From an optimization exercise on the open Yosys and OpenROAD flow, aimed at small area, a short achievable clock period and few clock cycles; shortcuts taken in it are not production practice.
At most, simulation tests tie the RTL to the original design; equivalence was not proved.
The clock input has no modelled driver; a real chip could not lean on it and would need a root buffer or a full tree.
Power is estimated from default activity; no workload was simulated.

== JK ==
Design friet_stream_top, start of the top module:
module friet_stream_top #(
    parameter int DIN_DOUT_WIDTH = 32
) (
    input  wire                        clk,
    input  wire                        reg_compare_tag_rst,
    input  wire friet_pkg::inst_t      inst,
    input  wire                        inst_valid,
    output logic                       inst_ready,
    input  wire [DIN_DOUT_WIDTH-1:0]   din,
    input  wire                        din_last,
    input  wire                        din_valid,
    output logic                       din_ready,
    output logic [DIN_DOUT_WIDTH-1:0]  dout,
    output logic                       dout_last,
    output logic                       dout_valid,
    input  wire                        dout_ready
);
clock: 6.0 ns
lec_check: 0
abc_area: 1
cap_margin: 20
core_margin: 2
core_utilization: 40
cts_buf_list: sky130_fd_sc_hd__clkbuf_8 sky130_fd_sc_hd__clkbuf_16
cts_cluster_diameter: 100
cts_cluster_size: 30
setup_slack_margin: 3.85
slew_margin: 20
standard.sh (not shown) runs the stock make flow with config.mk's settings and CLKGATE_MAP_FILE= SYNTH_SCRIPT=/design/flow/synth_recipe.tcl, a recipe that flattens the netlist after the stock synthesis.
==> flow/flow/run.sh <==
#!/bin/bash
# The standard layout, with plain buffers (not delay cells) on the
# ports, no dummy loads in the clock tree, and a clock tree of two levels:
# after clock tree synthesis the buffers of the H-tree's branch level are
# taken out, so the root buffer drives the leaf buffers directly; every
# register's clock keeps going through the same number of buffers.
set -euo pipefail
PORTS="BUFFER_PORTS_ARGS=-buffer_cell sky130_fd_sc_hd__buf_1"
CTS="CTS_ARGS=-sink_clustering_enable -repair_clock_nets -sink_clustering_size 30 -sink_clustering_max_diameter 100 -buf_list {sky130_fd_sc_hd__clkbuf_8 sky130_fd_sc_hd__clkbuf_16} -dont_use_dummy_load"
bash standard.sh "$PORTS" "$CTS" cts > standard_cts.log 2>&1
openroad -no_init -exit flow/flatten_clock_tree.tcl > flatten_clock_tree.log 2>&1
bash standard.sh "$PORTS" "$CTS" finish > standard_finish.log 2>&1
==> flow/flow/flatten_clock_tree.tcl <==
# Takes the branch-level buffers (clkbuf_1_*, clkbuf_2_*, ...) out of the
# clock tree: each one's loads move to the net that drives it. The root
# buffer (clkbuf_0_*) and the leaf buffers stay.
set odb orfs/results/sky130hd/friet_stream_top/base/4_cts.odb
read_db $odb
set block [ord::get_db_block]
set n 0
foreach inst [$block getInsts] {
  set name [$inst getName]
  if {[regexp {^clkbuf_[1-9][0-9]*_} $name]} {
    set in_it [$inst findITerm A]
    set out_it [$inst findITerm X]
    set in_net [$in_it getNet]
    set out_net [$out_it getNet]
    foreach it [$out_net getITerms] {
      if {[$it getInst] ne $inst} {
        $it disconnect
        $it connect $in_net
      }
    }
    $in_it disconnect
    $out_it disconnect
    odb::dbInst_destroy $inst
    odb::dbNet_destroy $out_net
    incr n
  }
}
puts "removed $n branch-level clock buffers"
write_db $odb
JK: done, clean on timing, DRC and antenna
Testbench counts of JK, summed over its fixed seeds: cycles 15,718.
Inputs modified between JK and MS:
- swapping 1 for 0 in ABC_AREA
- swapping 3.85 for 3.8 in SETUP_SLACK_MARGIN
Notes after the runs:
- [MS vs JK] count of routing violations after the opening detailed-route iteration: lower in MS
- A critical path class of in -> reg is what MS shows, while reg -> out belongs to JK.
- Summary — routability congestion estimate from global placement, MS relative to JK: higher, by 0.79%.
- Diff JK -> MS | share of the cycle needed by the critical path after routing | increase of 5.4 points
Here is what was changed in the inputs of AL compared with MS.
- CORE_UTILIZATION now 30, was 40
- ABC_AREA now 1, was 0
In the tables for AL and MS, delay contributed by the slowest stage of the critical path reads lower with MS.
As of AL, area after synthesis had risen slightly compared to MS.
AL vs MS — count of inserted tapcells rose 110.
Against MS, AL reports a post-place instance area that is higher.
Comparing AL and MS, the lower post-layout worst setup margin was measured on MS.
Sequential share of layout area: MS vs AL — no meaningful difference
Going from MS to AL, proportion of power drawn by combinational gates rose 1.7 points; final non-filler cell area about even.

* * *

The RTL this note starts from:
==> flow/design.v <==
`default_nettype none
package friet_pkg;
    parameter int block_width = 128;
    parameter int lane_width = 32;
    typedef logic [block_width-1:0] block_t;
    typedef enum logic [3:0] {
        inst_load_key = 4'd1,
        inst_encrypt  = 4'd2,
        inst_decrypt  = 4'd3,
        inst_tag      = 4'd4,
        inst_verify   = 4'd5
    } inst_t;
    typedef enum logic [1:0] {
        core_load    = 2'd0,
        core_encrypt = 2'd1,
        core_decrypt = 2'd2,
        core_squeeze = 2'd3
    } core_oper_t;
    parameter logic [2:0] verdict_fixed_bits = 3'b111;
endpackage
`default_nettype wire
`timescale 1ns/10ps
`default_nettype none
module friet_stream_top #(
    parameter int DIN_DOUT_WIDTH = 32
) (
    input  wire                        clk,
    input  wire                        reg_compare_tag_rst,
    input  wire friet_pkg::inst_t      inst,
    input  wire                        inst_valid,
    output logic                       inst_ready,
    input  wire [DIN_DOUT_WIDTH-1:0]   din,
    input  wire                        din_last,
    input  wire                        din_valid,
    output logic                       din_ready,
    output logic [DIN_DOUT_WIDTH-1:0]  dout,
    output logic                       dout_last,
    output logic                       dout_valid,
    input  wire                        dout_ready
);
    localparam int W = DIN_DOUT_WIDTH;
    localparam int LD = 0;
    localparam int EN = 1;
    localparam int DE = 2;
    localparam int TG = 3;
    localparam int VF = 4;
    logic [W-1:0] lane [0:3];
    logic [3:0] p, p_n;          
    logic [3:0] rsel, rsel_n;    
    logic [1:0] wcnt, wcnt_n;
    logic zero, zero_n;          
    logic [4:0] op, op_n;        
    logic [4:0] pend, pend_n;    
    logic [4:0] dec;
    logic iready, iready_n;
    logic vlast, vlast_n;        
    logic [3:0] diff;            
    logic [W-1:0] o0_d, o1_d;
    logic o0_l, o1_l;
    logic o0_v, o0_v_n;
    logic o1_v, o1_v_n;
    logic drdy, drdy_n;          
    logic qstep, qstep_n;        
    logic dmask, dmask_n;        
    logic [3:0] wep, wep_n;      
    logic [W-1:0] rd;
    logic [W-1:0] x;
    logic [W-1:0] res;
    logic res_l;
    logic [W-1:0] wdata;
    logic step;
    logic enq;
    logic deq;
    logic fin;
    logic free;
    logic blk_end;
    logic wr;
    logic inst_hs;
    always_comb begin
        rd = '0;
        for (int i = 0; i < 4; i++) begin
            rd = rd | (lane[i] & {W{rsel[i]}});
        end
    end
    assign x = rd ^ (din & {W{dmask}});
    assign res = x | {{(W-4){1'b0}}, {3{vlast}}, vlast & (|diff)};
    assign res_l = vlast | (op[TG] & (wcnt == 2'd3)) | ((op[EN] | op[DE]) & din_last);
    assign wdata = op[EN] ? x : din;
    assign inst_ready = iready;
    assign din_ready = drdy;
    assign dout = o0_d;
    assign dout_last = o0_l;
    assign dout_valid = o0_v;
    assign step = qstep | (din_valid & drdy);
    assign enq = step & (op[EN] | op[DE] | op[TG] | vlast);
    assign deq = o0_v & dout_ready;
    assign blk_end = step & (wcnt == 2'd3);
    assign fin = vlast ? step : (op[TG] ? blk_end : (step & ~op[VF] & din_last));
    assign free = ~(|op) | fin;
    assign wr = op[LD] | op[EN] | op[DE];
    assign inst_hs = inst_valid & iready;
    always_comb begin
        dec = '0;
        case (inst)
            friet_pkg::inst_load_key: dec[LD] = 1'b1;
            friet_pkg::inst_encrypt:  dec[EN] = 1'b1;
            friet_pkg::inst_decrypt:  dec[DE] = 1'b1;
            friet_pkg::inst_tag:      dec[TG] = 1'b1;
            friet_pkg::inst_verify:   dec[VF] = 1'b1;
            default:                  dec = '0;
        endcase
    end
    always_comb begin
        op_n = op;
        pend_n = pend;
        if (free) begin
            pend_n = '0;
            if (!iready) op_n = pend;
            else if (inst_hs) op_n = dec;
            else op_n = '0;
        end else if (inst_hs) begin
            pend_n = dec;
        end
        p_n = p;
        wcnt_n = wcnt;
        zero_n = zero;
        vlast_n = vlast;
        if (step && !vlast) begin
            wcnt_n = wcnt + 2'd1;
            if (blk_end && (op[EN] || op[DE])) p_n = {p[1:0], p[3:2]};
            else p_n = {p[2:0], p[3]};
            if (blk_end && wr) zero_n = 1'b0;
            if (blk_end && op[VF]) vlast_n = 1'b1;
        end
        if (step && vlast) vlast_n = 1'b0;
        if (deq) o0_v_n = o1_v | enq;
        else o0_v_n = o0_v | enq;
        o1_v_n = o1_v ? ~deq : (enq & o0_v & ~deq);
        if (reg_compare_tag_rst) begin
            op_n = '0;
            pend_n = '0;
            p_n = 4'b0001;
            wcnt_n = 2'd0;
            zero_n = 1'b1;
            vlast_n = 1'b0;
            o0_v_n = 1'b0;
            o1_v_n = 1'b0;
        end
        iready_n = ~(|pend_n);
        rsel_n = p_n & {4{~(zero_n | vlast_n)}};
        dmask_n = (op_n[EN] | op_n[DE] | op_n[VF]) & ~vlast_n;
        drdy_n = op_n[LD] | (op_n[VF] & ~vlast_n) | ((op_n[EN] | op_n[DE]) & ~o1_v_n);
        qstep_n = (op_n[TG] | vlast_n) & ~o1_v_n;
        wep_n = p_n & {4{drdy_n & (op_n[LD] | op_n[EN] | op_n[DE])}};
    end
    always_ff @(posedge clk) begin
        op <= op_n;
        pend <= pend_n;
        iready <= iready_n;
        p <= p_n;
        wcnt <= wcnt_n;
        zero <= zero_n;
        vlast <= vlast_n;
        o0_v <= o0_v_n;
        o1_v <= o1_v_n;
        rsel <= rsel_n;
        dmask <= dmask_n;
        drdy <= drdy_n;
        qstep <= qstep_n;
        wep <= wep_n;
    end
    always_ff @(posedge clk) begin
        if (step && op[VF] && !vlast) begin
            for (int k = 0; k < 4; k++) begin
                diff[k] <= ((wcnt != 2'd0) & diff[k]) | (|x[8*k +: 8]);
            end
        end
    end
    always_ff @(posedge clk) begin
        for (int i = 0; i < 4; i++) begin
            if (din_valid && wep[i]) lane[i] <= wdata;
        end
    end
    always_ff @(posedge clk) begin
        if (!o0_v || dout_ready) begin
            o0_d <= o1_v ? o1_d : res;
            o0_l <= o1_v ? o1_l : res_l;
        end
        if (!o1_v) begin
            o1_d <= res;
            o1_l <= res_l;
        end
    end
endmodule
`default_nettype wire
clock: 6.0 ns
lec_check: 0
abc_area: 1
cap_margin: 20
core_margin: 2
core_utilization: 40
cts_buf_list: sky130_fd_sc_hd__clkbuf_8 sky130_fd_sc_hd__clkbuf_16
cts_cluster_diameter: 100
cts_cluster_size: 30
setup_slack_margin: 3.8
slew_margin: 20
==> flow/flow/run.sh <==
#!/bin/bash
# The standard layout, with plain buffers (not delay cells) on the
# ports and a clock tree without buffers at the H-tree branch points.
set -euo pipefail
bash standard.sh "BUFFER_PORTS_ARGS=-buffer_cell sky130_fd_sc_hd__buf_1" \
  "CTS_ARGS=-sink_clustering_enable -repair_clock_nets -sink_clustering_size 30 -sink_clustering_max_diameter 100 -buf_list {sky130_fd_sc_hd__clkbuf_8 sky130_fd_sc_hd__clkbuf_16} -distance_between_buffers 500 -branching_point_buffers_distance 500" \
  finish > standard.log 2>&1
The baseline produced a clean layout.
Then changed:
==> flow/flow/run.sh (replaced) <==
#!/bin/bash
# The standard layout, with plain buffers (not delay cells) on the ports.
set -euo pipefail
bash standard.sh "BUFFER_PORTS_ARGS=-buffer_cell sky130_fd_sc_hd__buf_1" finish > standard.log 2>&1
The new run finished with timing, DRC and antenna clean; worst hold slack stays the same; die area stays the same; area after synthesis stays the same; clock-buffer cell count stays the same; design area does not change; maximum frequency does not change; synthesized cell count stays the same; clock power barely changes.
No run of this note included a check of the RTL's function; only the layout flow was run.

port drivers added, routing unchanged:
No port has a modelled driver above. Below, the same layouts with a new extraction and two added sets of constraints.
Step 1 sets driving cells, clkbuf_16 on the clock port and buf_2 on the other inputs (assumed; they add their load-dependent delay and slew).
Step 2 adds t to the input delays and takes it off the output delays; t is the mean of the earliest and latest rising clock arrival at the registers after step 1. Input paths then give back, and output paths get back, about the clock's delay inside the block.
Three values: ideal ports, drivers, drivers and shift; two values: the first two.
run	t, ns	slack for setup (ns)	worst setup path at the end
JK	0.434	3.840 / 3.795 / 3.490	input to register
MS	0.436	3.516 / 3.533 / 3.097	input to register
AL	0.432	3.823 / 3.780 / 3.447	input to register
the first run of note 2	0.504	3.755 / 3.713 / 3.468	input to register
the second run of note 2	0.504	3.755 / 3.713 / 3.468	input to register
After both steps setup and hold are still met in every run listed. The setup slack of MS, which loses most, moves by +0.017 ns with the drivers and by -0.419 ns with both steps.
